This is an optimization exercise on Yosys and OpenROAD, whose aim is small area, a short achievable clock period and few clock cycles, not a production implementation. At most, simulation tests tie the RTL to the original design; equivalence was not proved. The RTL of run 1 was laid out without a check of its function. No activity file was given, so power comes from the tool's default toggle rates.

[design/flow/run.sh]
#!/bin/bash
# synth_recipe.tcl (not shown) runs the flow's synth.tcl, then flattens the netlist and writes it again
# the make line also repeats each setting of config.mk as NAME=value (left out here)
make -C /OpenROAD-flow-scripts/flow DESIGN_CONFIG=/design/flow/config.mk WORK_HOME=/design/flow/orfs CLKGATE_MAP_FILE= SYNTH_SCRIPT=/design/flow/synth_recipe.tcl finish
[design/flow/config.mk]
export PLATFORM = sky130hd
export DESIGN_NAME = batCpu
export DESIGN_NICKNAME = batCpu
export VERILOG_FILES = /design/flow/design.v
export SDC_FILE = /design/flow/constraint.sdc
export NUM_CORES = 4
export LEC_CHECK = 0
export CAP_MARGIN = 20
export CORE_MARGIN = 2
export CORE_UTILIZATION = 55
export SETUP_SLACK_MARGIN = 4.5
export SLEW_MARGIN = 20
export SYNTH_MEMORY_MAX_BITS = 8192
export TNS_END_PERCENT = 5
[design/flow/constraint.sdc]
create_clock -name core_clock -period 7.5 [get_ports {CLK}]
set_input_delay 1.5000 -clock core_clock [delete_from_list [all_inputs] [get_ports {CLK}]]
set_output_delay 1.5000 -clock core_clock [all_outputs]
set_load 0.01 [all_outputs]
[design/flow/design.v]
package batPkg;
	localparam int DATA_W = 8;
	localparam int ADDR_W = 8;
	localparam int WORD_W = 16;
	localparam int MEM_DEPTH = 256;
	localparam int NUM_REGS = 8;
	localparam int OUT_REG = 7;
	typedef logic [DATA_W-1:0] data_t;
	typedef logic [ADDR_W-1:0] addr_t;
	typedef logic [WORD_W-1:0] word_t;
	typedef logic [2:0] regIdx_t;
	typedef logic [4:0] aluOp_t;
	typedef logic [3:0] opcode_t;
	localparam opcode_t OP_LDI = 4'h1;
	localparam opcode_t OP_LD = 4'h2;
	localparam opcode_t OP_ST = 4'h3;
	localparam opcode_t OP_JMP = 4'h4;
	localparam opcode_t OP_JZ = 4'h5;
	localparam opcode_t OP_JNZ = 4'h6;
	localparam opcode_t OP_ALU = 4'h7;
	localparam opcode_t OP_HLT = 4'hF;
	localparam aluOp_t ALU_ADD = 5'd0;
	localparam aluOp_t ALU_SUB = 5'd1;
	localparam aluOp_t ALU_AND = 5'd2;
	localparam aluOp_t ALU_OR = 5'd3;
	localparam aluOp_t ALU_XOR = 5'd4;
	localparam aluOp_t ALU_INC = 5'd30;
	localparam aluOp_t ALU_MOV = 5'd31;
endpackage
module aluUnit (
	input batPkg::aluOp_t aluOp,
	input batPkg::data_t a,
	input batPkg::data_t b,
	output batPkg::data_t aluResult,
	output logic aluZero
);
	function automatic batPkg::data_t addFast(input batPkg::data_t x, input batPkg::data_t y, input logic cin);
		logic [7:0] g;
		logic [7:0] p;
		logic [7:0] gn;
		logic [7:0] pn;
		logic [8:0] c;
		g = x & y;
		p = x ^ y;
		g[0] = g[0] | (p[0] & cin);
		for (int d = 1; d < 8; d = d * 2)
		begin
			gn = g;
			pn = p;
			for (int i = d; i < 8; i++)
			begin
				gn[i] = g[i] | (p[i] & g[i - d]);
				pn[i] = p[i] & p[i - d];
			end
			g = gn;
			p = pn;
		end
		c[0] = cin;
		for (int i = 0; i < 8; i++)
		begin
			c[i + 1] = g[i];
		end
		addFast = (x ^ y) ^ c[7:0];
	endfunction
	batPkg::data_t sumAdd;
	batPkg::data_t sumSub;
	batPkg::data_t sumInc;
	logic [7:0] incCarry;
	assign sumAdd = addFast(a, b, 1'b0);
	assign sumSub = addFast(a, ~b, 1'b1);
	always_comb
	begin
		incCarry[0] = 1'b1;
		for (int i = 1; i < 8; i++)
		begin
			incCarry[i] = incCarry[i - 1] & a[i - 1];
		end
	end
	assign sumInc = a ^ incCarry;
	always_comb
	begin
		case (aluOp)
			batPkg::ALU_ADD: aluResult = sumAdd;
			batPkg::ALU_SUB: aluResult = sumSub;
			batPkg::ALU_AND: aluResult = a & b;
			batPkg::ALU_OR: aluResult = a | b;
			batPkg::ALU_XOR: aluResult = a ^ b;
			batPkg::ALU_INC: aluResult = sumInc;
			batPkg::ALU_MOV: aluResult = b;
			default: aluResult = a;
		endcase
	end
	logic zAdd;
	logic zEq;
	assign zAdd = ((a ^ b) == {a[6:0] | b[6:0], 1'b0});
	assign zEq = (a == b);
	always_comb
	begin
		case (aluOp)
			batPkg::ALU_ADD: aluZero = zAdd;
			batPkg::ALU_SUB: aluZero = zEq;
			batPkg::ALU_AND: aluZero = ((a & b) == '0);
			batPkg::ALU_OR: aluZero = ((a | b) == '0);
			batPkg::ALU_XOR: aluZero = zEq;
			batPkg::ALU_INC: aluZero = (a == '1);
			batPkg::ALU_MOV: aluZero = (b == '0);
			default: aluZero = (a == '0);
		endcase
	end
endmodule
module registerFile (
	input logic CLK,
	input logic rstN,
	input logic ldWrite,
	input batPkg::regIdx_t ldSel,
	input batPkg::data_t ldData,
	input logic regWrite,
	input batPkg::regIdx_t wrSel,
	input batPkg::data_t wrData,
	input batPkg::regIdx_t aSel,
	input batPkg::regIdx_t bSel,
	input batPkg::regIdx_t cSel,
	output batPkg::data_t aData,
	output batPkg::data_t bData,
	output batPkg::data_t cData,
	output batPkg::data_t outValue
);
	batPkg::data_t regs [batPkg::NUM_REGS];
	logic [batPkg::NUM_REGS-1:0] regEn;
	batPkg::data_t regD [batPkg::NUM_REGS];
	always_comb
	begin
		for (int i = 0; i < batPkg::NUM_REGS; i++)
		begin
			if (rstN && ldWrite && ldSel == batPkg::regIdx_t'(i))
			begin
				regEn[i] = 1'b1;
				regD[i] = ldData;
			end
			else
			begin
				regEn[i] = !rstN || (regWrite && wrSel == batPkg::regIdx_t'(i));
				regD[i] = rstN ? wrData : '0;
			end
		end
	end
	always_ff @(posedge CLK)
	begin
		for (int i = 0; i < batPkg::NUM_REGS; i++)
		begin
			if (regEn[i])
			begin
				regs[i] <= regD[i];
			end
		end
	end
	assign aData = regs[aSel];
	assign bData = regs[bSel];
	assign cData = regs[cSel];
	assign outValue = regs[batPkg::OUT_REG];
endmodule
module unifiedMemory (
	input logic CLK,
	input logic memWe,
	input batPkg::addr_t wrAddr,
	input batPkg::word_t wrData,
	input logic [15:0] rdHi,
	input logic [15:0] rdLo,
	output batPkg::word_t rdData
);
	logic [255:0][15:0] mem;
	always_ff @(posedge CLK)
	begin
		for (int i = 0; i < batPkg::MEM_DEPTH; i++)
		begin
			if (memWe && wrAddr == batPkg::addr_t'(i))
			begin
				mem[i] <= wrData;
			end
		end
	end
	logic [15:0][15:0] grp;
	always_comb
	begin
		for (int g = 0; g < 16; g++)
		begin
			grp[g] = '0;
			for (int l = 0; l < 16; l++)
			begin
				grp[g] = grp[g] | (mem[16 * g + l] & {16{rdLo[l]}});
			end
		end
		rdData = '0;
		for (int g = 0; g < 16; g++)
		begin
			rdData = rdData | (grp[g] & {16{rdHi[g]}});
		end
	end
endmodule
module memArbiter (
	input logic CLK,
	input logic rstN,
	input logic hostReq,
	input batPkg::addr_t hostAddr,
	input batPkg::word_t hostWrData,
	input logic hostWrite,
	input batPkg::word_t memRdData,
	input logic cpuLdNext,
	output logic hostAck,
	output batPkg::word_t hostRdData,
	output logic hostGrant,
	output logic hostRdCyc,
	output logic wbPend,
	output batPkg::addr_t wbAddr,
	output batPkg::word_t wbData
);
	typedef enum logic [1:0] {H_IDLE, H_READ, H_HOLD} hState_t;
	hState_t state;
	assign hostRdCyc = (state == H_READ);
	assign hostGrant = (state == H_IDLE) && hostReq && !hostWrite && !cpuLdNext;
	always_ff @(posedge CLK)
	begin
		if (!rstN)
		begin
			state <= H_IDLE;
			hostAck <= 1'b0;
		end
		else
		begin
			case (state)
				H_IDLE:
				begin
					if (hostReq && hostWrite)
					begin
						hostAck <= 1'b1;
						state <= H_HOLD;
					end
					else if (hostGrant)
					begin
						state <= H_READ;
					end
				end
				H_READ:
				begin
					hostAck <= 1'b1;
					state <= H_HOLD;
				end
				default:
				begin
					if (!hostReq)
					begin
						hostAck <= 1'b0;
						state <= H_IDLE;
					end
				end
			endcase
		end
	end
	always_ff @(posedge CLK)
	begin
		wbPend <= rstN && (state == H_IDLE) && hostReq && hostWrite;
		if (state == H_IDLE)
		begin
			wbAddr <= hostAddr;
			wbData <= hostWrData;
		end
		if (state == H_READ)
		begin
			hostRdData <= memRdData;
		end
	end
endmodule
module microController #(
	parameter int BTB_N = 4
) (
	input logic CLK,
	input logic rstN,
	input logic run,
	input batPkg::word_t memRdData,
	input logic hostGrant,
	input logic hostRdCyc,
	input batPkg::addr_t hostAddr,
	input logic wbPend,
	input batPkg::data_t rdData,
	input batPkg::data_t rsData,
	input batPkg::data_t stData,
	input batPkg::data_t aluResult,
	input logic aluZero,
	output logic [15:0] rdHi,
	output logic [15:0] rdLo,
	output logic cpuLdNext,
	output logic cpuSt,
	output batPkg::addr_t stAddr,
	output batPkg::word_t stWord,
	output batPkg::regIdx_t rdSel,
	output batPkg::regIdx_t rsSel,
	output batPkg::regIdx_t stSel,
	output logic ldWrite,
	output batPkg::regIdx_t ldSel,
	output logic regWrite,
	output batPkg::regIdx_t regWrSel,
	output batPkg::data_t regWrData,
	output batPkg::aluOp_t aluOp,
	output logic halted
);
	localparam int WAY_W = (BTB_N > 1) ? $clog2(BTB_N) : 1;
	typedef enum logic [1:0] {M_IDLE, M_RUN, M_HALT} mode_t;
	function automatic logic [15:0] dec4(input logic [3:0] x);
		dec4 = 16'd1 << x;
	endfunction
	mode_t mode;
	batPkg::addr_t pc;
	logic [15:0] faHi;
	logic [15:0] faLo;
	batPkg::word_t ir;
	logic irValid;
	batPkg::addr_t irPc;
	batPkg::addr_t irSeq;
	logic irHit;
	logic [WAY_W-1:0] irWay;
	logic ldCyc;
	batPkg::regIdx_t ldRd;
	logic zeroFlag;
	logic [BTB_N-1:0] btbValid;
	batPkg::addr_t btbTag [BTB_N];
	batPkg::addr_t btbTarget [BTB_N];
	logic [WAY_W-1:0] btbNext;
	batPkg::opcode_t opcode;
	batPkg::addr_t irK;
	logic running;
	assign opcode = ir[15:12];
	assign irK = ir[7:0];
	assign aluOp = ir[11:7];
	assign rdSel = ir[5:3];
	assign rsSel = ir[2:0];
	assign stSel = ir[10:8];
	assign rdHi = faHi;
	assign rdLo = faLo;
	assign running = (mode == M_RUN);
	logic stall;
	logic exec;
	logic fetchOk;
	logic eJump;
	logic eTaken;
	logic eLd;
	logic eHlt;
	logic eStHaz;
	logic eMiss;
	logic squash;
	logic fetchGo;
	batPkg::addr_t pcInc;
	batPkg::addr_t nextRight;
	batPkg::addr_t predNext;
	batPkg::addr_t pcNext;
	assign stall = hostRdCyc || (wbPend && irValid && opcode == batPkg::OP_ST);
	assign exec = running && irValid && !stall && !ldCyc;
	assign fetchOk = !stall && !ldCyc && (running || (mode == M_IDLE && run));
	always_comb
	begin
		case (opcode)
			batPkg::OP_JMP: eTaken = 1'b1;
			batPkg::OP_JZ: eTaken = zeroFlag;
			batPkg::OP_JNZ: eTaken = !zeroFlag;
			default: eTaken = 1'b0;
		endcase
	end
	assign eJump = (opcode == batPkg::OP_JMP) || (opcode == batPkg::OP_JZ) || (opcode == batPkg::OP_JNZ);
	assign eLd = exec && (opcode == batPkg::OP_LD);
	assign eHlt = exec && (opcode == batPkg::OP_HLT);
	assign nextRight = eTaken ? irK : irSeq;
	assign eMiss = exec && (eTaken ? (irK != pc) : (irSeq != pc));
	assign eStHaz = exec && (opcode == batPkg::OP_ST) && (irK == pc);
	assign squash = eMiss || eHlt || eStHaz;
	assign fetchGo = fetchOk && !squash;
	logic btbHit;
	logic [WAY_W-1:0] btbWay;
	batPkg::addr_t btbPred;
	always_comb
	begin
		btbHit = 1'b0;
		btbWay = '0;
		btbPred = '0;
		for (int i = 0; i < BTB_N; i++)
		begin
			if (btbValid[i] && btbTag[i] == pc)
			begin
				btbHit = 1'b1;
				btbWay = WAY_W'(i);
				btbPred = btbPred | btbTarget[i];
			end
		end
	end
	assign pcInc = pc + batPkg::addr_t'(1);
	assign predNext = btbHit ? btbPred : pcInc;
	assign cpuLdNext = eLd;
	assign ldWrite = ldCyc;
	assign ldSel = ldRd;
	assign cpuSt = exec && (opcode == batPkg::OP_ST);
	assign stAddr = irK;
	assign stWord = {8'h00, stData};
	always_comb
	begin
		regWrite = 1'b0;
		regWrSel = rdSel;
		regWrData = aluResult;
		if (exec && opcode == batPkg::OP_LDI)
		begin
			regWrite = 1'b1;
			regWrSel = stSel;
			regWrData = irK;
		end
		else if (exec && opcode == batPkg::OP_ALU)
		begin
			regWrite = 1'b1;
		end
	end
	always_comb
	begin
		if (squash)
		begin
			pcNext = nextRight;
		end
		else if (fetchGo)
		begin
			pcNext = predNext;
		end
		else
		begin
			pcNext = pc;
		end
	end
	always_ff @(posedge CLK)
	begin
		if (!rstN)
		begin
			mode <= M_IDLE;
			halted <= 1'b0;
			pc <= '0;
			faHi <= 16'd1;
			faLo <= 16'd1;
			irValid <= 1'b0;
			ldCyc <= 1'b0;
			zeroFlag <= 1'b0;
			btbValid <= '0;
			btbNext <= '0;
		end
		else
		begin
			ldCyc <= eLd;
			if (exec && opcode == batPkg::OP_ALU && aluOp != batPkg::ALU_MOV)
			begin
				zeroFlag <= aluZero;
			end
			if (mode == M_IDLE)
			begin
				btbValid <= '0;
			end
			else if (eMiss && eTaken)
			begin
				if (irHit)
				begin
					btbTarget[irWay] <= irK;
				end
				else
				begin
					btbValid[btbNext] <= 1'b1;
					btbTag[btbNext] <= irPc;
					btbTarget[btbNext] <= irK;
					btbNext <= (btbNext == WAY_W'(BTB_N - 1)) ? '0 : btbNext + WAY_W'(1);
				end
			end
			else if (eMiss && irHit && !eJump)
			begin
				btbValid[irWay] <= 1'b0;
			end
			case (mode)
				M_IDLE:
				begin
					pc <= pcNext;
					if (fetchGo)
					begin
						mode <= M_RUN;
					end
				end
				M_RUN:
				begin
					pc <= pcNext;
					if (eHlt)
					begin
						mode <= M_HALT;
						halted <= 1'b1;
						pc <= '0;
					end
				end
				default:
				begin
					if (!run)
					begin
						mode <= M_IDLE;
						halted <= 1'b0;
					end
				end
			endcase
			if (fetchOk)
			begin
				irValid <= !squash;
			end
			else if (!running)
			begin
				irValid <= 1'b0;
			end
			if (hostGrant)
			begin
				faHi <= dec4(hostAddr[7:4]);
				faLo <= dec4(hostAddr[3:0]);
			end
			else if (eLd)
			begin
				faHi <= dec4(irK[7:4]);
				faLo <= dec4(irK[3:0]);
			end
			else if (eHlt)
			begin
				faHi <= 16'd1;
				faLo <= 16'd1;
			end
			else
			begin
				faHi <= dec4(pcNext[7:4]);
				faLo <= dec4(pcNext[3:0]);
			end
		end
	end
	always_ff @(posedge CLK)
	begin
		if (fetchGo)
		begin
			ir <= memRdData;
			irPc <= pc;
			irSeq <= pcInc;
			irHit <= btbHit;
			irWay <= btbWay;
		end
		if (eLd)
		begin
			ldRd <= stSel;
		end
	end
endmodule
module batCpu (
	input logic CLK,
	input logic rstN,
	input logic run,
	input logic hostReq,
	input logic [7:0] hostAddr,
	input logic [15:0] hostWrData,
	input logic hostWrite,
	output logic hostAck,
	output logic [15:0] hostRdData,
	output logic halted,
	output logic [7:0] outValue
);
	logic [15:0] rdHi;
	logic [15:0] rdLo;
	batPkg::word_t memRdData;
	logic memWe;
	batPkg::addr_t memWrAddr;
	batPkg::word_t memWrData;
	logic hostGrant;
	logic hostRdCyc;
	logic wbPend;
	batPkg::addr_t wbAddr;
	batPkg::word_t wbData;
	logic cpuLdNext;
	logic cpuSt;
	batPkg::addr_t stAddr;
	batPkg::word_t stWord;
	batPkg::regIdx_t rdSel;
	batPkg::regIdx_t rsSel;
	batPkg::regIdx_t stSel;
	batPkg::data_t rdData;
	batPkg::data_t rsData;
	batPkg::data_t stData;
	logic ldWrite;
	batPkg::regIdx_t ldSel;
	logic regWrite;
	batPkg::regIdx_t regWrSel;
	batPkg::data_t regWrData;
	batPkg::aluOp_t aluOp;
	batPkg::data_t aluResult;
	logic aluZero;
	microController microController_i (
		.CLK(CLK),
		.rstN(rstN),
		.run(run),
		.memRdData(memRdData),
		.hostGrant(hostGrant),
		.hostRdCyc(hostRdCyc),
		.hostAddr(hostAddr),
		.wbPend(wbPend),
		.rdData(rdData),
		.rsData(rsData),
		.stData(stData),
		.aluResult(aluResult),
		.aluZero(aluZero),
		.rdHi(rdHi),
		.rdLo(rdLo),
		.cpuLdNext(cpuLdNext),
		.cpuSt(cpuSt),
		.stAddr(stAddr),
		.stWord(stWord),
		.rdSel(rdSel),
		.rsSel(rsSel),
		.stSel(stSel),
		.ldWrite(ldWrite),
		.ldSel(ldSel),
		.regWrite(regWrite),
		.regWrSel(regWrSel),
		.regWrData(regWrData),
		.aluOp(aluOp),
		.halted(halted)
	);
	registerFile registerFile_i (
		.CLK(CLK),
		.rstN(rstN),
		.ldWrite(ldWrite),
		.ldSel(ldSel),
		.ldData(memRdData[7:0]),
		.regWrite(regWrite),
		.wrSel(regWrSel),
		.wrData(regWrData),
		.aSel(rdSel),
		.bSel(rsSel),
		.cSel(stSel),
		.aData(rdData),
		.bData(rsData),
		.cData(stData),
		.outValue(outValue)
	);
	aluUnit aluUnit_i (
		.aluOp(aluOp),
		.a(rdData),
		.b(rsData),
		.aluResult(aluResult),
		.aluZero(aluZero)
	);
	memArbiter memArbiter_i (
		.CLK(CLK),
		.rstN(rstN),
		.hostReq(hostReq),
		.hostAddr(hostAddr),
		.hostWrData(hostWrData),
		.hostWrite(hostWrite),
		.memRdData(memRdData),
		.cpuLdNext(cpuLdNext),
		.hostAck(hostAck),
		.hostRdData(hostRdData),
		.hostGrant(hostGrant),
		.hostRdCyc(hostRdCyc),
		.wbPend(wbPend),
		.wbAddr(wbAddr),
		.wbData(wbData)
	);
	assign memWe = wbPend || cpuSt;
	assign memWrAddr = wbPend ? wbAddr : stAddr;
	assign memWrData = wbPend ? wbData : stWord;
	unifiedMemory unifiedMemory_i (
		.CLK(CLK),
		.memWe(memWe),
		.wrAddr(memWrAddr),
		.wrData(memWrData),
		.rdHi(rdHi),
		.rdLo(rdLo),
		.rdData(memRdData)
	);
endmodule
==> run_results.csv, run 1 <==
group,metric,value,unit
outcome,status,"complete, no violations",
route,vias,103000,
final_layout,finalNetCount,9969,
pwr,vdd_drop_max,0.000382,V
place,dp_hpwl,314,mm
pwr,swShare,29.4,%
floorplanning,fp.dieW,546,µm
logic_synthesis,synth-edff-count,4302,
clocking,clk-insertion-delay-late,0.98,ns
timing,rsz0062_at_grt,"true",
global_routing,grt_use_total,38.9,%
route,wl,597,mm
final_layout,syn2layout_area_growth,19.8,%
global_routing,overflow,0,
clocking,clockRootBuffer,"clkbuf_16",
logic_synthesis,ys_seq_area_share,80.5,%
final_layout,drive_above_1_share,21.9,%
floorplanning,die_area,299000,µm²
timing,final.setup.tns,0,ns
min_path,hold_path.class,"register to register",
final_layout,postLayoutCoreUtil,66.1,%
setup_path,crit_fanout,8,
setup_path,cp.required,8.19,ns
timing,slew_viol_final,0,
logic_synthesis,ys_async_sr_fraction,0,%
global_routing,grt_pass1_wl,802,mm
timing,slew_headroom,5.94,%
pwr,p_leak,62.2,nW
setup_path,crit_type,"register to register",
setup_path,startpoint,"microController_i.ir[1]",
setup_path,cp-end-kind,"register",
setup_path,startpoint_type,"register",
route,wire_per_inst,42.0,µm
clocking,holdBufCountCts,0,
timing,tightest_slew,1.41,ns
place,placed_area,170000,µm²
clocking,clock_sinks,4358,
route,first_pass_iters,6,
logic_synthesis,synth.ff_latch_count,4358,
global_routing,grt_max_degree,202,
timing,setup_viol,0,
pwr,p_seq_share,46.5,%
logic_synthesis,synth_nets,9109,
timing,final.period_utilization,50.0,%
logic_synthesis,ys_warn_count,7,
pwr,p_per_area,331,nW/µm²
floorplanning,die_h,546,µm
floorplanning,rows,199,
run,drv_cap,0,
pwr,pwr-share-comb,20.6,%
pwr,p_sw,18.9,mW
min_path,hp-start,"microController_i.btbValid[0]",
timing,clock_skew,0.0627,ns
route,drcViolationCount,0,
setup_path,worstReg2RegStart,"microController_i.ir[1]",
clocking,clock_path_buffers,4,
route,dr.first_iter.drc_count,19200,
global_routing,antenna_found_initial,33,
pwr,clkPwrFrac,33.0,%
setup_path,arrival,4.44,ns
place,gp_congestion,0.946,
logic_synthesis,synth_cells,9043,
clocking,htreeDepth,5,
logic_synthesis,syn_area,162000,µm²
route,avgViaCountPerCell,7.26,
logic_synthesis,syn_area_per_cell,17.9,µm²
timing,timing.fmax,0.267,GHz
place,portBuffers,54,
timing,finalHoldViolCount,0,
clocking,numCtsBuffers,431,
final_layout,post-route-cell-area,194000,µm²
logic_synthesis,yosysUniqueCellTypes,88,
timing,final.min_clock_period,3.75,ns
logic_synthesis,synth_ff_type,"edfxtp_1",
floorplanning,start_util,55.2,%
route,drtAntennaViolNets,0,
floorplanning,core,293000,µm²
clocking,clkTransAtPathRegs,0.06,ns
floorplanning,pin_count,55,
pwr,power.internal,45.2,mW
global_routing,first_global_vias,96300,
clocking,cts_tree,"yes",
final cells by class:
cell class / instances / area (µm²)
Sequential cell: 4358 / 130000
Tap cell: 3919 / 4900
Timing Repair Buffer: 1008 / 11800
Multi-Input combinational cell: 4049 / 33000
Fill cell: 19800 / 99400
Clock buffer: 544 / 11300
Inverter: 55 / 220
Clock inverter: 248 / 2280
Antenna cell: 11 / 27.5
timing repair:
item,4_1_cts,5_1_grt
buffers inserted,366,71
pin swaps,236,74
hold endpoints to repair,0,0
resized for setup,784,179
endpoints found under the setup margin,7479,7412
cloned,43,11
worst max-delay path, cell delays in order, from the launching register on:
cell and delay (ns):
edfxtp_1 0.42, buf_6 0.16, buf_6 0.11, nand2b_4 0.12, a221o_1 0.32, o221ai_2 0.08
o21a_4 0.22, ha_4 0.15, inv_2 0.03, fa_2 0.37, nor2b_2 0.14, a21oi_2 0.05
a21o_1 0.20, a21oi_1 0.11, o221ai_1 0.14, a21oi_1 0.16, o211ai_1 0.16, o211a_4 0.22
mux2_2 0.28
synth_stat cells, types with 12 or more instances:
library cell	count	area share, %
a22oi_1	688	3.2
o21bai_1	12	0.056
nor2b_1	17	0.066
and2_1	22	0.085
buf_1	201	0.47
xnor2_1	34	0.18
nor4_1	13	0.050
nand2b_1	29	0.11
nand3_1	157	0.49
clkbuf_1	359	0.83
nor2_1	372	0.86
a221oi_1	748	4.0
mux2i_1	37	0.23
o22ai_1	19	0.073
nand2_1	199	0.46
a31oi_1	13	0.050
mux4_2	15	0.21
inv_1	53	0.12
nor3_1	39	0.12
dfxtp_1	56	0.69
edfxtp_1	4302	80
a21oi_1	84	0.26
nand4_1	284	1.1
mux2_2	28	0.19
xor2_1	29	0.16
o21ai_0	269	0.83
a22o_1	716	3.9
ha_1	35	0.27
buf_2	15	0.046
cell families after synthesis:
kind of cell / synth area share, %
AOI/OAI and AO/OA: 13.1
xor gates and xnor gates: 0.341
adders and majority gates: 0.295
buffers and inverters: 1.52
DFF: 80.5
muxes: 0.632
and+or+nand+nor: 3.63
power groups by stage:
stage                     logic (mW)  registers [mW]  clock network, mW
after floorplan                 5.23            30.3                  0
after global placement          9.77            30.4                  0
after detailed placement        9.97            30.4                  0
after CTS                       12.0            29.7               21.1
after global routing            13.4            29.8               22.1
final                           13.2            29.8               21.1
metrics by stage:
stage               hold slack [ns]  worst slack, ns  std cells  total power [mW]
floorplan                     0.403             1.96       9043              35.6
global placement              0.471             2.14      12900              40.2
detailed placement            0.465             2.30      12900              40.4
CTS                           0.485             3.79      14100              62.9
global route                  0.523             3.63      14200              65.3
finish                        0.490             3.75      14200              64.1
path summary, 6_finish.rpt:
path | endpoint | slack [ns] | cells after the start
worst max-delay path | registerFile_i.regs[5][2] | 3.75 | 18
worst min-delay path | microController_i.btbValid[0] | 0.49 | 2
worst max register to register | registerFile_i.regs[5][2] | 3.75 | 18
worst min register to register | microController_i.btbValid[0] | 0.49 | 2
sequential cells by signal, indices dropped and copies added (netlist names), 16 cells and up:
name and count:
microController_i.btbTag 32, memArbiter_i.hostRdData 16, microController_i.btbTarget 32, registerFile_i.regs 64, memArbiter_i.wbData 16, unifiedMemory_i.mem 4096, microController_i.ir 16, microController_i.faHi 16
microController_i.faLo 16
layout by cell type (no fill, tap or decap), types with 118 or more instances in the layout:
cell type	count
nand3_1	153
buf_4	610
nor2_2	118
edfxtp_1	4302
nor2_4	157
a22oi_1	678
nand2_1	157
a22o_1	713
o21ai_0	161
a221oi_1	684
buf_12	135
nand4_1	284
clkbuf_16	442
routing by layer:
layer	part of all wire (%)	wire length [µm]	vias up	global-route usage, %
met5	0.029	171	-	0
met4	6.0	35700	26	18.9
met3	14	84600	1344	11.2
met2	44	263000	8305	57.6
met1	36	213000	53300	53.4
li1	-	-	40000	-
==> run 2: changes to the inputs <==
--- a/design/flow/design.v
+++ b/design/flow/design.v
@@ -115,10 +115,9 @@
 	input batPkg::regIdx_t ldSel,
 	input batPkg::data_t ldData,
-	input logic regWrite,
-	input batPkg::regIdx_t wrSel,
+	input logic [7:0] wrOH,
 	input batPkg::data_t wrData,
-	input batPkg::regIdx_t aSel,
-	input batPkg::regIdx_t bSel,
-	input batPkg::regIdx_t cSel,
+	input logic [7:0] aOH,
+	input logic [7:0] bOH,
+	input logic [7:0] cOH,
 	output batPkg::data_t aData,
 	output batPkg::data_t bData,
@@ -140,5 +139,5 @@
 			else
 			begin
-				regEn[i] = !rstN || (regWrite && wrSel == batPkg::regIdx_t'(i));
+				regEn[i] = !rstN || wrOH[i];
 				regD[i] = rstN ? wrData : '0;
 			end
@@ -155,7 +154,16 @@
 		end
 	end
-	assign aData = regs[aSel];
-	assign bData = regs[bSel];
-	assign cData = regs[cSel];
+	always_comb
+	begin
+		aData = '0;
+		bData = '0;
+		cData = '0;
+		for (int i = 0; i < batPkg::NUM_REGS; i++)
+		begin
+			aData = aData | (regs[i] & {8{aOH[i]}});
+			bData = bData | (regs[i] & {8{bOH[i]}});
+			cData = cData | (regs[i] & {8{cOH[i]}});
+		end
+	end
 	assign outValue = regs[batPkg::OUT_REG];
 endmodule
@@ -293,17 +301,19 @@
 	output batPkg::addr_t stAddr,
 	output batPkg::word_t stWord,
-	output batPkg::regIdx_t rdSel,
-	output batPkg::regIdx_t rsSel,
-	output batPkg::regIdx_t stSel,
+	output logic [7:0] rdOH,
+	output logic [7:0] rsOH,
+	output logic [7:0] stOH,
 	output logic ldWrite,
 	output batPkg::regIdx_t ldSel,
-	output logic regWrite,
-	output batPkg::regIdx_t regWrSel,
+	output logic [7:0] regWrOH,
 	output batPkg::data_t regWrData,
 	output batPkg::aluOp_t aluOp,
 	output logic halted
 );
-	localparam int WAY_W = (BTB_N > 1) ? $clog2(BTB_N) : 1;
+	localparam int WAY_W = 2;
 	typedef enum logic [1:0] {M_IDLE, M_RUN, M_HALT} mode_t;
+	function automatic logic [7:0] dec3(input logic [2:0] x);
+		dec3 = 8'd1 << x;
+	endfunction
 	function automatic logic [15:0] dec4(input logic [3:0] x);
 		dec4 = 16'd1 << x;
@@ -332,7 +342,12 @@
 	assign irK = ir[7:0];
 	assign aluOp = ir[11:7];
-	assign rdSel = ir[5:3];
-	assign rsSel = ir[2:0];
+	batPkg::regIdx_t stSel;
 	assign stSel = ir[10:8];
+	logic [7:0] irRdOH;
+	logic [7:0] irRsOH;
+	logic [7:0] irStOH;
+	assign rdOH = irRdOH;
+	assign rsOH = irRsOH;
+	assign stOH = irStOH;
 	assign rdHi = faHi;
 	assign rdLo = faLo;
@@ -401,16 +416,14 @@
 	always_comb
 	begin
-		regWrite = 1'b0;
-		regWrSel = rdSel;
+		regWrOH = '0;
 		regWrData = aluResult;
 		if (exec && opcode == batPkg::OP_LDI)
 		begin
-			regWrite = 1'b1;
-			regWrSel = stSel;
+			regWrOH = irStOH;
 			regWrData = irK;
 		end
 		else if (exec && opcode == batPkg::OP_ALU)
 		begin
-			regWrite = 1'b1;
+			regWrOH = irRdOH;
 		end
 	end
@@ -537,4 +550,7 @@
 		begin
 			ir <= memRdData;
+			irRdOH <= dec3(memRdData[5:3]);
+			irRsOH <= dec3(memRdData[2:0]);
+			irStOH <= dec3(memRdData[10:8]);
 			irPc <= pc;
 			irSeq <= pcInc;
@@ -576,7 +592,7 @@
 	batPkg::addr_t stAddr;
 	batPkg::word_t stWord;
-	batPkg::regIdx_t rdSel;
-	batPkg::regIdx_t rsSel;
-	batPkg::regIdx_t stSel;
+	logic [7:0] rdOH;
+	logic [7:0] rsOH;
+	logic [7:0] stOH;
 	batPkg::data_t rdData;
 	batPkg::data_t rsData;
@@ -584,6 +600,5 @@
 	logic ldWrite;
 	batPkg::regIdx_t ldSel;
-	logic regWrite;
-	batPkg::regIdx_t regWrSel;
+	logic [7:0] regWrOH;
 	batPkg::data_t regWrData;
 	batPkg::aluOp_t aluOp;
@@ -610,11 +625,10 @@
 		.stAddr(stAddr),
 		.stWord(stWord),
-		.rdSel(rdSel),
-		.rsSel(rsSel),
-		.stSel(stSel),
+		.rdOH(rdOH),
+		.rsOH(rsOH),
+		.stOH(stOH),
 		.ldWrite(ldWrite),
 		.ldSel(ldSel),
-		.regWrite(regWrite),
-		.regWrSel(regWrSel),
+		.regWrOH(regWrOH),
 		.regWrData(regWrData),
 		.aluOp(aluOp),
@@ -627,10 +641,9 @@
 		.ldSel(ldSel),
 		.ldData(memRdData[7:0]),
-		.regWrite(regWrite),
-		.wrSel(regWrSel),
+		.wrOH(regWrOH),
 		.wrData(regWrData),
-		.aSel(rdSel),
-		.bSel(rsSel),
-		.cSel(stSel),
+		.aOH(rdOH),
+		.bOH(rsOH),
+		.cOH(stOH),
 		.aData(rdData),
 		.bData(rsData),
--- a/design/flow/config.mk
+++ b/design/flow/config.mk
@@ -9,6 +9,8 @@
 export CORE_MARGIN = 2
 export CORE_UTILIZATION = 55
+export CTS_CLUSTER_DIAMETER = 80
+export CTS_CLUSTER_SIZE = 24
 export SETUP_SLACK_MARGIN = 4.5
 export SLEW_MARGIN = 20
 export SYNTH_MEMORY_MAX_BITS = 8192
-export TNS_END_PERCENT = 5
+export TNS_END_PERCENT = 1
==> run 2 against run 1 <==
Net effect:
- sequential share of layout area rose by 4.0 points
- non-clock buffer count fell by 202
- area after synthesis is 0.18% higher
- still clean on timing, DRC and antenna
- highest routed layer unchanged
==> run_results.csv, run 2 <==
group,metric,value,unit
outcome,status,"complete, no violations",
logic_synthesis,synth_top_cell_area_share,80.1,%
timing,finalHoldViolCount,0,
setup_path,rr_endpoint,"registerFile_i.regs[2][6]",
clocking,numCtsBuffers,212,
route,avgViaCountPerCell,7.46,
setup_path,crit_type,"register to register",
setup_path,arrival,4.29,ns
global_routing,antenna_found_initial,35,
floorplanning,start_util,55.2,%
min_path,hold_path.class,"register to register",
timing,slew_headroom,16.1,%
clocking,clkTransAtPathRegs,0.10,ns
global_routing,met1_usage,52.4,%
final_layout,layout.cells.most_common_list,"edfxtp_1, a22o_1, a221oi_1",
final_layout,top_register,"unifiedMemory_i.mem",
final_layout,mostFrequentLayoutCell,"edfxtp_1",
clocking,clockRootBuffer,"clkbuf_16",
route,wire_per_inst,43.0,µm
final_layout,drive_above_1_share,17.9,%
floorplanning,pin_count,55,
logic_synthesis,synth_largest_area_cell,"edfxtp_1",
route,first_pass_iters,9,
place,dp_hpwl,299,mm
logic_synthesis,ys_async_sr_fraction,0,%
logic_synthesis,synth_nets,8953,
route,wl,573,mm
min_path,min_delay_path_depth,2,
logic_synthesis,ys_warn_count,7,
timing,timing.fmax,0.276,GHz
clocking,clock_path_buffers,4,
final_layout,postLayoutCoreUtil,62.7,%
place,preCtsSetupSlack,1.91,ns
final_layout,instances_no_fill,13300,
pwr,vdd_drop_max,0.000318,V
pwr,p_per_area,301,nW/µm²
global_routing,grt_use_total,37.4,%
global_routing,overflow,0,
route,drcViolationCount,0,
logic_synthesis,synth-edff-count,4326,
logic_synthesis,ys_seq_area_share,80.8,%
clocking,clock_sinks,4382,
timing,setup_viol,0,
setup_path,cp-end-kind,"register",
timing,final.period_utilization,48.3,%
place,portBuffers,54,
min_path,hp-start,"microController_i.btbValid[2]",
timing,final.setup.tns,0,ns
clocking,cts_tree,"yes",
setup_path,startpoint_type,"register",
timing,clock_skew,0.0759,ns
setup_path,regToRegSetupSlack,3.87,ns
final_layout,largestRegisters,"unifiedMemory_i.mem (4096), registerFile_i.regs (64)",
min_path,hold-path-endpoint,"microController_i.btbValid[2]",
clocking,htreeDepth,4,
global_routing,grt_pass1_wl,772,mm
timing,holdWs,0.498,ns
route,dr.first_iter.drc_count,18600,
clocking,clk-insertion-delay-late,0.97,ns
floorplanning,rows,199,
setup_path,worstReg2RegStart,"microController_i.faLo[6]",
global_routing,grt_max_degree,209,
timing,slew_viol_final,0,
floorplanning,die_area,299000,µm²
timing,tightest_slew,1.25,ns
logic_synthesis,synth.most_common_cell,"edfxtp_1",
global_routing,grt-busiest-layer,"met2",
route,drtAntennaViolNets,0,
floorplanning,core,294000,µm²
timing,worst_slack,3.87,ns
floorplanning,die_h,547,µm
setup_path,crit_chain,"buf_8, buf_6, a22o_1, a221oi_1, nand4_1, a22oi_2, and4_4, nand4_1, buf_6, buf_12, nand2_1, o21ai_2",
setup_path,crit_slowest_cell,"dfxtp_4",
floorplanning,fp.dieW,547,µm
logic_synthesis,syn_area_per_cell,18.3,µm²
setup_path,cp.required,8.16,ns
logic_synthesis,synth.ff_latch_count,4382,
pwr,p_leak,55.3,nW
global_routing,first_global_vias,91500,
timing,rsz0062_at_grt,"true",
place,dpl.cell_count,12700,
timing,final.min_clock_period,3.63,ns
logic_synthesis,yosysUniqueCellTypes,78,
clocking,holdBufCountCts,0,
final_layout,syn2layout_area_growth,13.6,%
logic_synthesis,synth_ff_type,"edfxtp_1",
setup_path,max_stage_delay,0.51,ns
setup_path,crit_fanout,25,
route,vias,99400,
logic_synthesis,synth_cells,8884,
logic_synthesis,syn_area,162000,µm²
global_routing,grt_util_met3,8.97,%
final_layout,finalNetCount,9386,
setup_path,reg2regPathDepth,12,
final_layout,largest_reg_flops,4096,
logic_synthesis,synth_area_leaders,"edfxtp_1, a221oi_1, a22o_1",
logic_synthesis,synthTopCellsByCount,"edfxtp_1, a221oi_1, a22o_1, a22oi_1, clkbuf_1",
global_routing,grtUsageMet2,56.0,%
place,gp_congestion,0.905,
run,drv_cap,0,
run 2: worst max path at each step:
| stage | start | to | slack [ns] | cells after the start |
|---|---|---|---|---|
| 2_1_floorplan | run | microController_i.faHi[9] | 2.29 | 8 |
| 4_1_cts | microController_i.ir[15] | microController_i.faHi[15] | 4.01 | 9 |
| 6_report | microController_i.faLo[6] | registerFile_i.regs[2][6] | 3.87 | 12 |
| 3_3_place_gp | microController_i.faLo[12] | registerFile_i.regs[1][2] | 1.99 | 10 |
| 5_1_grt | microController_i.irRdOH[3] | registerFile_i.regs[7][6] | 3.85 | 16 |
| 3_5_place_dp | microController_i.faLo[12] | registerFile_i.regs[7][2] | 1.91 | 10 |
run 2: per-stage QoR:
| stage | area, µm² | power [mW] |
|---|---|---|
| 2_1_floorplan | 162000 | 35.2 |
| 6_report | 184000 | 55.4 |
| 3_5_place_dp | 170000 | 39.9 |
| 3_3_place_gp | 170000 | 39.7 |
| 5_1_grt | 184000 | 56.5 |
| 4_1_cts | 183000 | 54.4 |
run 2: kinds of logic (layout without fill, tap and decap cells):
logic type | Yosys count | count (layout) | synth area share, %
adder cells (fa/ha/maj) | 40 | 40 | 0.318
buffers and inverters | 636 | 1143 | 1.48
AO/OA/AOI/OAI | 2606 | 2607 | 13.2
flip-flops | 4382 | 4382 | 80.8
multiplexers | 57 | 57 | 0.388
other | 0 | 21 | 0
XOR/XNOR | 59 | 59 | 0.319
AND/OR/NAND/NOR | 1104 | 1104 | 3.44
run 2: area by class of cell:
class	instances	area, µm²
timing repair buffer	806	9600
sequential	4382	131000
antenna	21	52.6
inverter	48	191
tap	3919	4900
clock inverter	29	355
clock buffer	260	5640
multi-input combinational	3867	32300
fill	20500	109000
run 2: repair_timing:
item	4_1_cts	5_1_grt
cloned	51	10
pin swaps	193	64
setup buffers	260	38
resized for setup	677	137
setup endpoints to repair	5233	5238
run 2: layer usage:
metal  routed length [µm]  part of all wire (%)
met2               257000                    45
met5                  110                 0.019
met3                74600                    13
met4                31000                   5.4
met1               211000                    37
run 2: power by group:
group          switching, mW  total, mW  leakage, nW  internal, mW
combinational           8.68       12.7         14.5          4.01
clock                   7.62       13.1         2.92          5.45
sequential             0.478       29.6         37.9          29.1
run 2: worst max-delay path, delay by kind of cell (launching register included):
kind,cells,cell delay (ns)
AOI/OAI and AO/OA,4,1.03
and+or+nand+nor,4,0.87
buffers and inverters,4,0.86
DFF,1,0.51
Testbench counts of run 2, summed over its fixed seeds: cycles 32,592.
==> run 3: changes to the inputs <==
--- a/design/flow/config.mk
+++ b/design/flow/config.mk
@@ -6,5 +6,5 @@
 export NUM_CORES = 4
 export LEC_CHECK = 0
-export CAP_MARGIN = 20
+export CAP_MARGIN = 30
 export CORE_MARGIN = 2
 export CORE_UTILIZATION = 55
@@ -12,5 +12,5 @@
 export CTS_CLUSTER_SIZE = 24
 export SETUP_SLACK_MARGIN = 4.5
-export SLEW_MARGIN = 20
+export SLEW_MARGIN = 35
 export SYNTH_MEMORY_MAX_BITS = 8192
 export TNS_END_PERCENT = 1
==> run 3 against run 2 <==
Net effect:
- still clean
- core utilization is 0.13 points lower
- synthesized cell count stayed put
- flip-flop and latch count stayed put
- largest power group unchanged
==> run_results.csv, run 3 <==
group,metric,value,unit
route,vias,99300,
route,drcViolationCount,0,
setup_path,regToRegSetupSlack,3.83,ns
floorplanning,start_util,55.2,%
final_layout,finalNetCount,9386,
setup_path,crit_fanout,14,
global_routing,overflow,0,
global_routing,grt_max_degree,209,
min_path,min_delay_path_depth,2,
global_routing,grtUsageMet2,55.6,%
logic_synthesis,yosysUniqueCellTypes,78,
floorplanning,fp.dieW,547,µm
global_routing,met1_usage,52.0,%
floorplanning,die_h,547,µm
place,portBuffers,54,
global_routing,grt_use_total,37.1,%
route,first_pass_iters,8,
pwr,vdd_drop_max,0.000326,V
setup_path,crit_chain,"buf_12, buf_4, clkbuf_16, a221oi_1, nand4_1, a221oi_1, nand4_1, buf_4",
route,drtAntennaViolNets,0,
setup_path,crit_slowest_cell,"a221oi_1",
timing,setup_viol,0,
clocking,clockRootBuffer,"clkbuf_16",
logic_synthesis,synth.most_common_cell,"edfxtp_1",
setup_path,max_stage_delay,0.83,ns
timing,slew_viol_final,0,
global_routing,grt_pass1_wl,767,mm
logic_synthesis,synth-edff-count,4326,
clocking,clock_path_buffers,4,
route,dr.first_iter.drc_count,18000,
final_layout,drive_above_1_share,17.8,%
setup_path,arrival,4.34,ns
floorplanning,rows,199,
timing,final.period_utilization,49.0,%
clocking,clock_sinks,4382,
logic_synthesis,synth_nets,8953,
timing,final.setup.tns,0,ns
pwr,p_per_area,299,nW/µm²
route,wire_per_inst,42.9,µm
clocking,htreeDepth,4,
final_layout,largestRegisters,"unifiedMemory_i.mem (4096), registerFile_i.regs (64)",
min_path,hold_path.class,"register to register",
place,preCtsSetupSlack,2.42,ns
clocking,cts_tree,"yes",
route,avgViaCountPerCell,7.45,
outcome,status,"complete, no violations",
setup_path,cp-end-kind,"register",
final_layout,mostFrequentLayoutCell,"edfxtp_1",
setup_path,cp.required,8.16,ns
timing,rsz0062_at_grt,"true",
logic_synthesis,synth_largest_area_cell,"edfxtp_1",
timing,clock_skew,0.0763,ns
route,wl,573,mm
clocking,clkTransAtPathRegs,0.10,ns
final_layout,layout.cells.most_common_list,"edfxtp_1, a22o_1, a221oi_1",
floorplanning,pin_count,55,
global_routing,grt_util_met3,8.88,%
place,dp_hpwl,299,mm
final_layout,top_register,"unifiedMemory_i.mem",
global_routing,grt-busiest-layer,"met2",
place,gp_congestion,0.905,
logic_synthesis,ys_async_sr_fraction,0,%
timing,finalHoldViolCount,0,
global_routing,first_global_vias,91600,
global_routing,antenna_found_initial,37,
timing,tightest_slew,1.04,ns
logic_synthesis,synth_top_cell_area_share,80.1,%
logic_synthesis,synth.ff_latch_count,4382,
timing,worst_slack,3.83,ns
logic_synthesis,synthTopCellsByCount,"edfxtp_1, a221oi_1, a22o_1, a22oi_1, clkbuf_1",
setup_path,crit_type,"register to register",
logic_synthesis,syn_area,162000,µm²
logic_synthesis,synth_ff_type,"edfxtp_1",
floorplanning,die_area,299000,µm²
run,drv_cap,0,
setup_path,worstReg2RegStart,"microController_i.faLo[15]",
clocking,clk-insertion-delay-late,0.99,ns
logic_synthesis,ys_seq_area_share,80.8,%
timing,final.min_clock_period,3.67,ns
min_path,hold-path-endpoint,"microController_i.btbValid[2]",
pwr,p_leak,55.1,nW
setup_path,startpoint_type,"register",
setup_path,rr_endpoint,"memArbiter_i.hostRdData[15]",
timing,timing.fmax,0.272,GHz
logic_synthesis,synth_cells,8884,
min_path,hp-start,"microController_i.btbValid[2]",
final_layout,syn2layout_area_growth,13.3,%
setup_path,reg2regPathDepth,8,
logic_synthesis,synth_area_leaders,"edfxtp_1, a221oi_1, a22o_1",
logic_synthesis,syn_area_per_cell,18.3,µm²
logic_synthesis,ys_warn_count,7,
floorplanning,core,294000,µm²
final_layout,largest_reg_flops,4096,
clocking,numCtsBuffers,212,
timing,slew_headroom,30.9,%
run 3: cell counts after synthesis:
No cell type changed its count.
run 3: critical path, delay by kind of cell (launching register included):
| family | cells | cell delay, ns |
|---|---|---|
| compound gates | 2 | 1.23 |
| simple gates | 2 | 0.86 |
| buf+inv | 4 | 0.79 |
| flops | 1 | 0.45 |
run 3: per-stage QoR:
stage          area, µm²  util (%)  hold WS (ns)  cells  total power, mW
5_1_grt           184000      62.6         0.537  13300             56.1
3_5_place_dp      170000      58.0         0.487  12700             40.0
3_3_place_gp      170000      57.8         0.478  12700             39.7
4_1_cts           182000      62.0         0.509  13200             54.0
2_1_floorplan     162000         -         0.403   8884             35.2
6_report          184000      62.6         0.517  13300             55.0
run 3: cell families (layout without fill, tap and decap cells):
logic type | count (synthesis) | count (layout) | share of synthesized area, %
AOI/OAI and AO/OA | 2606 | 2607 | 13.2
xor gates and xnor gates | 59 | 59 | 0.319
adders and majority gates | 40 | 40 | 0.318
buffers and inverters | 636 | 1147 | 1.48
DFF | 4382 | 4382 | 80.8
muxes | 57 | 57 | 0.388
other | 0 | 22 | 0
and+or+nand+nor | 1104 | 1104 | 3.44
run 3: power breakdown:
group	switching, mW	internal [mW]	leakage, nW
clock	7.65	5.31	2.87
combinational	8.57	3.85	14.4
sequential	0.472	29.1	37.9
run 3: area by class of cell:
class                   count  area (µm²)
diodes                     22        55.1
inverters                  48         188
flip-flops and latches   4382      131000
clock buffers             257        5550
multi-input cells        3867       32200
fillers                 20500      110000
well taps                3919        4900
repair buffers            806        9400
clock inverters            36         367
run 3: routing by layer:
layer / vias to the layer above / part of all wire (%) / wire length [µm]
met5: - / 0.025 / 141
met3: 1294 / 13 / 76800
met1: 51600 / 37 / 209000
li1: 38500 / - / -
met2: 7883 / 45 / 255000
met4: 20 / 5.5 / 31600
run 3: how the worst max path moves through the flow:
| stage | slack [ns] | depth (start not counted) | from | to |
|---|---|---|---|---|
| floorplan | 2.29 | 8 | run | microController_i.faHi[9] |
| global placement | 1.99 | 10 | microController_i.faLo[12] | registerFile_i.regs[1][2] |
| detailed placement | 2.42 | 11 | microController_i.faLo[12] | registerFile_i.regs[7][6] |
| CTS | 4.02 | 13 | microController_i.faLo[12] | registerFile_i.regs[6][6] |
| global route | 3.80 | 14 | microController_i.irRsOH[2] | registerFile_i.regs[6][7] |
| finish | 3.83 | 8 | microController_i.faLo[15] | memArbiter_i.hostRdData[15] |
run 3: timing repair:
item / 4_1_cts / 5_1_grt
gates resized for setup: 520 / 159
endpoints found under the hold margin: 0 / 0
setup buffers: 244 / 55
pin swaps: 141 / 68
setup endpoints to repair: 4831 / 4824
cloned: 36 / 15
hold buffers: 0 / 0
==> run 4: changes to the inputs <==
--- a/design/flow/config.mk
+++ b/design/flow/config.mk
@@ -6,11 +6,12 @@
 export NUM_CORES = 4
 export LEC_CHECK = 0
-export CAP_MARGIN = 30
+export CAP_MARGIN = 20
 export CORE_MARGIN = 2
-export CORE_UTILIZATION = 55
+export CORE_UTILIZATION = 60
 export CTS_CLUSTER_DIAMETER = 80
 export CTS_CLUSTER_SIZE = 24
+export PLACE_DENSITY = 0.66
 export SETUP_SLACK_MARGIN = 4.5
-export SLEW_MARGIN = 35
+export SLEW_MARGIN = 20
 export SYNTH_MEMORY_MAX_BITS = 8192
 export TNS_END_PERCENT = 1
==> run 4 against run 3 <==
Net effect:
- combinational power barely moved
- highest routed layer unchanged
- clock skew decreased by 0.0070 ns
- power decreased by 0.36%
- final cell count decreased by 3.3%
- design area shrank 0.54%
- die area is 8.3% lower
- still clean on timing, DRC and antenna
- critical path depth up 1
==> run_results.csv, run 4 <==
group,metric,value,unit
timing,clock_skew,0.0693,ns
setup_path,crit_family,"simple AND/OR/NAND/NOR gates",
logic_synthesis,synth_cells,8884,
final_layout,layout.cells.most_common_list,"edfxtp_1, a22o_1, a221oi_1",
global_routing,overflow,0,
route,vias,101000,
logic_synthesis,synth_top_cell_area_share,80.1,%
timing,final.period_utilization,50.2,%
timing,slew_headroom,3.74,%
pwr,p_per_area,300,nW/µm²
final_layout,largest_reg_flops,4096,
logic_synthesis,synthTopCellsByCount,"edfxtp_1, a221oi_1, a22o_1, a22oi_1, clkbuf_1",
logic_synthesis,ys_warn_count,7,
clocking,clock_sinks,4382,
clocking,clockRootBuffer,"clkbuf_16",
min_path,hold_path.class,"register to register",
logic_synthesis,ys_async_sr_fraction,0,%
floorplanning,rows,190,
timing,timing.fmax,0.266,GHz
global_routing,grt_max_degree,209,
logic_synthesis,synth.most_common_cell,"edfxtp_1",
pwr,p_sw,16.6,mW
global_routing,first_global_vias,92800,
floorplanning,die_area,274000,µm²
route,drtAntennaViolNets,0,
final_layout,finalNetCount,9329,
floorplanning,die_h,524,µm
timing,tightest_slew,1.44,ns
timing,holdWs,0.501,ns
timing,slew_viol_final,0,
setup_path,arrival,4.48,ns
timing,setup_viol,0,
timing,finalHoldViolCount,0,
setup_path,crit_chain,"buf_16, a22o_1, a221oi_2, nand4_1, a221oi_2, nand4_1, buf_12, buf_6, mux2_2",
timing,final.setup.tns,0,ns
logic_synthesis,ys_seq_area_share,80.8,%
pwr,pwr-share-comb,22.6,%
clocking,clock_path_buffers,4,
final_layout,drive_above_1_share,17.1,%
final_layout,mostFrequentLayoutCell,"edfxtp_1",
clocking,holdBufCountCts,0,
timing,final.min_clock_period,3.77,ns
setup_path,crit_buf_inv,3,
place,dp_hpwl,292,mm
floorplanning,start_util,60.4,%
outcome,status,"complete, no violations",
route,avgViaCountPerCell,7.80,
floorplanning,fp.dieW,524,µm
logic_synthesis,synth_ff_type,"edfxtp_1",
pwr,swShare,30.3,%
setup_path,cp-end-kind,"register",
setup_path,crit_slowest_cell,"nand4_1",
route,dr.first_iter.drc_count,18900,
pwr,p_leak,54.7,nW
global_routing,grt_use_total,40.2,%
logic_synthesis,synth.ff_latch_count,4382,
route,wl,565,mm
pwr,p_seq_share,54.1,%
place,portBuffers,54,
clocking,clkTransAtPathRegs,0.10,ns
floorplanning,core,268000,µm²
logic_synthesis,syn_area,162000,µm²
final_layout,fillers,17000,
global_routing,antenna_found_initial,40,
logic_synthesis,yosysUniqueCellTypes,78,
final_layout,top_register,"unifiedMemory_i.mem",
pwr,power.internal,38.2,mW
timing,rsz0062_at_grt,"true",
clocking,clk-insertion-delay-late,1.00,ns
final_layout,syn2layout_area_growth,12.7,%
logic_synthesis,syn_area_per_cell,18.3,µm²
pwr,vdd_drop_max,0.000383,V
logic_synthesis,synth_area_leaders,"edfxtp_1, a221oi_1, a22o_1",
logic_synthesis,synth_nets,8953,
floorplanning,pin_count,55,
route,first_pass_iters,10,
setup_path,crit_fanout,12,
route,drcViolationCount,0,
pwr,clkPwrFrac,23.3,%
place,gp_congestion,0.948,
logic_synthesis,synth_largest_area_cell,"edfxtp_1",
setup_path,crit_type,"register to register",
global_routing,grt_pass1_wl,757,mm
clocking,cts_tree,"yes",
logic_synthesis,synth-edff-count,4326,
setup_path,cp.required,8.22,ns
setup_path,startpoint_type,"register",
setup_path,max_stage_delay,0.74,ns
final_layout,largestRegisters,"unifiedMemory_i.mem (4096), registerFile_i.regs (64)",
run,drv_cap,0,
clocking,numCtsBuffers,209,
clocking,htreeDepth,4,
route,wire_per_inst,43.8,µm
==> run 4: cell counts after synthesis <==
No cell type changed its count.
==> run 4: tightest hold or removal path, stage by stage (launching register included) <==
cell	delay, ns
dfxtp_1	0.32
o31ai_1	0.07
a21oi_1	0.06
==> run 4: cell type report <==
cell class | instances | area (µm²) | share of cell area, %
antenna | 22 | 55.1 | 0.0301
clock buffer | 254 | 5450 | 2.98
clock inverter | 23 | 318 | 0.174
inverter | 48 | 195 | 0.107
multi-input combinational | 3868 | 32400 | 17.7
sequential | 4382 | 131000 | 71.7
tap | 3552 | 4440 | 2.43
timing repair buffer | 751 | 8850 | 4.84
==> run 4: worst paths after layout <==
path | endpoint | slack [ns] | start | depth (start not counted)
setup / recovery | registerFile_i.regs[5][1] | 3.73 | microController_i.faLo[0] | 9
hold / removal | microController_i.btbValid[2] | 0.50 | microController_i.btbValid[2] | 2
setup reg to reg | registerFile_i.regs[5][1] | 3.73 | microController_i.faLo[0] | 9
hold reg to reg | microController_i.btbValid[2] | 0.50 | microController_i.btbValid[2] | 2
==> run 4: timing repair <==
action / CTS / global route
pin swaps: 155 / 86
setup endpoints to repair: 5131 / 5328
buffers inserted: 252 / 49
cloned: 44 / 12
resized for setup: 535 / 165
==> run 4: cells by family after synthesis <==
logic type	synth area share (%)
adders and majority gates	0.318
and+or+nand+nor	3.44
AOI/OAI and AO/OA	13.2
buffers and inverters	1.48
muxes	0.388
xor gates and xnor gates	0.319
DFF	80.8
==> run 4: routing by layer <==
| layer | up-vias | global-route usage, % | wire, µm |
|---|---|---|---|
| li1 | 38400 | - | - |
| met4 | 28 | 21.6 | 36700 |
| met1 | 51400 | 55.3 | 194000 |
| met5 | - | 0 | 441 |
| met2 | 9285 | 58.1 | 246000 |
| met3 | 1595 | 12.3 | 87400 |
==> run 4: power groups by stage <==
stage	Sequential [mW]	Combinational, mW	Clock [mW]
after CTS	29.6	11.3	12.7
after floorplan	30.0	5.21	0
after global placement	30.3	9.39	0
after global routing	29.6	12.6	13.4
final	29.6	12.4	12.7
after detailed placement	30.3	9.62	0
==> run 4: through the flow <==
step           utilization [%]  setup WS, ns  instance area [µm²]  power (mW)  instances
2_1_floorplan                -          2.29               162000        35.2       8884
3_3_place_gp              62.9          2.30               169000        39.6      12200
3_5_place_dp              63.1          2.25               169000        39.9      12200
4_1_cts                   67.5          3.97               181000        53.6      12800
5_1_grt                   68.1          3.80               183000        55.7      12900
6_report                  68.1          3.73               183000        54.8      12900
==> run 5: changes to the inputs <==
==> design/flow/config.mk (replaced) <==
export PLATFORM = sky130hd
export DESIGN_NAME = batCpu
export DESIGN_NICKNAME = batCpu
export VERILOG_FILES = /design/flow/design.v
export SDC_FILE = /design/flow/constraint.sdc
export NUM_CORES = 4
export LEC_CHECK = 0
export CAP_MARGIN = 20
export CORE_MARGIN = 2
export CORE_UTILIZATION = 55
export CTS_CLUSTER_DIAMETER = 70
export CTS_CLUSTER_SIZE = 20
export SETUP_SLACK_MARGIN = 4.5
export SLEW_MARGIN = 20
export SYNTH_MEMORY_MAX_BITS = 8192
export TNS_END_PERCENT = 3
==> run 5 against run 4 <==
Net effect:
- largest power group unchanged
- synthesized cell count stayed put
- highest routed layer unchanged
- first-iteration DRC count is 5.2% lower
- design area rose by 0.90%
- still clean
- worst hold slack worse by 0.019 ns
- critical path depth is 2 higher
- clock power is 14% higher
==> run_results.csv, run 5 <==
group,metric,value,unit
clocking,clkTransAtPathRegs,0.09,ns
timing,slew_viol_final,0,
timing,rsz0062_at_grt,"true",
min_path,hp-start,"microController_i.btbValid[2]",
final_layout,top_register,"unifiedMemory_i.mem",
route,dr.first_iter.drc_count,17900,
timing,holdWs,0.482,ns
setup_path,worstReg2RegStart,"microController_i.faLo[3]",
timing,final.min_clock_period,3.69,ns
floorplanning,fp.dieW,547,µm
global_routing,grt_use_total,37.0,%
pwr,swShare,30.1,%
timing,slew_headroom,15.8,%
final_layout,finalNetCount,9427,
final_layout,instances_no_fill,13400,
run,drv_cap,0,
pwr,clkPwrFrac,25.7,%
final_layout,largest_reg_flops,4096,
global_routing,antenna_found_initial,27,
clocking,htreeDepth,5,
setup_path,crit_buf_inv,3,
logic_synthesis,synth_cells,8884,
pwr,power.internal,39.5,mW
clocking,clockRootBuffer,"clkbuf_16",
clocking,clock_sinks,4382,
setup_path,crit_chain,"buf_12, buf_12, a22o_1, a221oi_1, nand4_1, a22oi_1, and4_4, nand4_1, buf_4, nand2_1, o21ai_0",
route,wl_met1,212,mm
timing,worst_slack,3.81,ns
pwr,vdd_drop_max,0.000425,V
logic_synthesis,synth_xor_area_share,0.319,%
final_layout,layout.cells.most_common_list,"edfxtp_1, a22o_1, a221oi_1",
logic_synthesis,synth_nets,8953,
logic_synthesis,synth_top_family_by_area,"compound AO/OA/AOI/OAI gates",
timing,final.period_utilization,49.2,%
floorplanning,core,294000,µm²
place,placed_area,170000,µm²
route,vias,99300,
logic_synthesis,synth_ff_type,"edfxtp_1",
pwr,p_sw,17.0,mW
global_routing,overflow,0,
timing,timing.fmax,0.271,GHz
logic_synthesis,synth_mux_area_share,0.388,%
clocking,holdBufCountCts,0,
route,drtAntennaViolNets,0,
clocking,clk-insertion-delay-late,0.96,ns
setup_path,crit_type,"register to register",
timing,tightest_slew,1.26,ns
logic_synthesis,synth.ff_latch_count,4382,
final_layout,mostFrequentLayoutCell,"edfxtp_1",
pwr,p_seq_share,52.4,%
pwr,p_leak,55.6,nW
clocking,cts_tree,"yes",
logic_synthesis,ys_warn_count,7,
place,dpl.cell_count,12600,
logic_synthesis,synthAdderAreaFrac,0.318,%
setup_path,cp-end-kind,"register",
route,wire_per_inst,42.8,µm
pwr,pwr-share-comb,21.8,%
route,wl,572,mm
floorplanning,die_area,299000,µm²
clocking,clock_path_buffers,4,
floorplanning,die_h,547,µm
place,dp_hpwl,302,mm
setup_path,startpoint_type,"register",
setup_path,crit_fanout,69,
floorplanning,rows,199,
logic_synthesis,yosys.area_share.simple,3.44,%
route,avgViaCountPerCell,7.42,
setup_path,arrival,4.39,ns
route,wl_met2,252,mm
route,dr_wl_met3,77.7,mm
timing,setup_viol,0,
global_routing,first_global_vias,92300,
logic_synthesis,ys_async_sr_fraction,0,%
pwr,p_per_area,307,nW/µm²
logic_synthesis,synth_largest_area_cell,"edfxtp_1",
setup_path,max_stage_delay,0.67,ns
logic_synthesis,synth-compound-area-share,13.2,%
clocking,numCtsBuffers,262,
timing,finalHoldViolCount,0,
logic_synthesis,syn_area,162000,µm²
setup_path,crit_family,"compound AO/OA/AOI/OAI gates",
setup_path,crit_slowest_cell,"a221oi_1",
logic_synthesis,synth_area_leaders,"edfxtp_1, a221oi_1, a22o_1",
final_layout,post-route-cell-area,184000,µm²
final_layout,syn2layout_area_growth,13.7,%
global_routing,grt_pass1_wl,766,mm
final_layout,drive_above_1_share,17.6,%
route,first_pass_iters,8,
logic_synthesis,ys_seq_area_share,80.8,%
place,preCtsSetupSlack,2.63,ns
global_routing,grt_max_degree,202,
logic_synthesis,yosysUniqueCellTypes,78,
setup_path,startpoint,"microController_i.faLo[3]",
place,gp_congestion,0.929,
logic_synthesis,synthTopCellsByCount,"edfxtp_1, a221oi_1, a22o_1, a22oi_1, clkbuf_1",
setup_path,cp.required,8.20,ns
route,routed.top_layer,"met5",
floorplanning,pin_count,55,
place,portBuffers,54,
logic_synthesis,synth-edff-count,4326,
min_path,hold_path.class,"register to register",
timing,final.setup.tns,0,ns
logic_synthesis,syn_area_per_cell,18.3,µm²
logic_synthesis,synth.most_common_cell,"edfxtp_1",
outcome,status,"complete, no violations",
logic_synthesis,synth_top_cell_area_share,80.1,%
floorplanning,start_util,55.2,%
final_layout,largestRegisters,"unifiedMemory_i.mem (4096), registerFile_i.regs (64)",
timing,clock_skew,0.0614,ns
route,drcViolationCount,0,
-- run 5: metrics by stage --
step | power [mW] | util (%)
after floorplan | 35.2 | -
after global placement | 39.8 | 57.7
after detailed placement | 40.0 | 57.9
after CTS | 55.4 | 62.0
after global routing | 57.7 | 62.8
final | 56.5 | 62.8
-- run 5: kinds of logic (layout without fill, tap and decap cells) --
family / Yosys count / after routing
flip-flops: 4382 / 4382
AO/OA/AOI/OAI: 2606 / 2606
AND/OR/NAND/NOR: 1104 / 1105
buffers and inverters: 636 / 1190
XOR/XNOR: 59 / 59
multiplexers: 57 / 57
adder cells (fa/ha/maj): 40 / 40
other: 0 / 18
-- run 5: final timing paths --
path / end / slack (ns) / depth (start not counted)
worst min-delay path: microController_i.btbValid[2] / 0.48 / 2
worst max-delay path: registerFile_i.regs[3][7] / 3.81 / 11
worst max register to register: registerFile_i.regs[3][7] / 3.81 / 11
worst min register to register: microController_i.btbValid[2] / 0.48 / 2
-- run 5: worst reg2reg max path, stage by stage (launching register included) --
cell      delay [ns]
dfxtp_4         0.44
buf_12          0.20
buf_12          0.20
a22o_1          0.43
a221oi_1        0.67
nand4_1         0.16
a22oi_1         0.40
and4_4          0.40
nand4_1         0.12
buf_4           0.26
nand2_1         0.07
o21ai_0         0.10
-- run 5: cell type report --
| type | instances | area (µm²) |
|---|---|---|
| antenna | 18 | 45.0 |
| inverter | 48 | 184 |
| tap | 3919 | 4900 |
| clock inverter | 38 | 450 |
| timing repair inverter | 1 | 5.00 |
| clock buffer | 307 | 6830 |
| fill | 20400 | 109000 |
| timing repair buffer | 796 | 8970 |
| multi-input combinational | 3867 | 31900 |
| sequential | 4382 | 131000 |
-- run 5: what timing repair did --
item                       4_1_cts  5_1_grt
buffers inserted               237       90
gates cloned                    24       20
setup endpoints to repair     5173     5479
pin swaps                      130       79
gates resized for setup        428      195
-- run 5: layer usage --
layer / GRT usage, % / vias up
li1: - / 38600
met3: 10.2 / 1199
met1: 52.0 / 51800
met2: 54.4 / 7627
met5: 0 / -
met4: 16.5 / 22
-- run 5: power groups by stage --
stage	Clock, mW	Combinational [mW]	Sequential, mW
after floorplan	0	5.21	30.0
after global placement	0	9.51	30.3
after detailed placement	0	9.70	30.3
after CTS	14.6	11.3	29.6
after global routing	15.3	12.7	29.6
final	14.5	12.3	29.6

## what the ideal ports hide
Ports are ideal in the flow. The routed layouts listed here were re-timed in OpenROAD.
Step 1 sets driving cells, clkbuf_16 on the clock port and buf_2 on the other inputs (assumed; they add their load-dependent delay and slew).
Step 2 adds t to the input delays and takes it off the output delays; t is the mean of the earliest and latest rising clock arrival at the registers after step 1. Input paths then give back, and output paths get back, about the clock's delay inside the block.
Slacks: no drivers / after step 1 / after step 2; pairs: no drivers / after step 1.
run	t (ns)	slack for setup (ns)	latest minus earliest clock arrival (ns)
run 1	1.054	3.751 / 3.731 / 2.933	0.071 / 0.071
run 2	1.031	3.874 / 3.874 / 3.032	0.082 / 0.082
run 3	1.046	3.826 / 3.826 / 2.957	0.084 / 0.085
run 4	1.062	3.735 / 3.735 / 3.325	0.083 / 0.084
run 5	1.026	3.808 / 3.808 / 3.242	0.062 / 0.062
After both steps setup and hold are still met in every run listed. The setup slack of run 3, which loses most, moves by 0.000 ns with the drivers and by -0.869 ns with both steps.
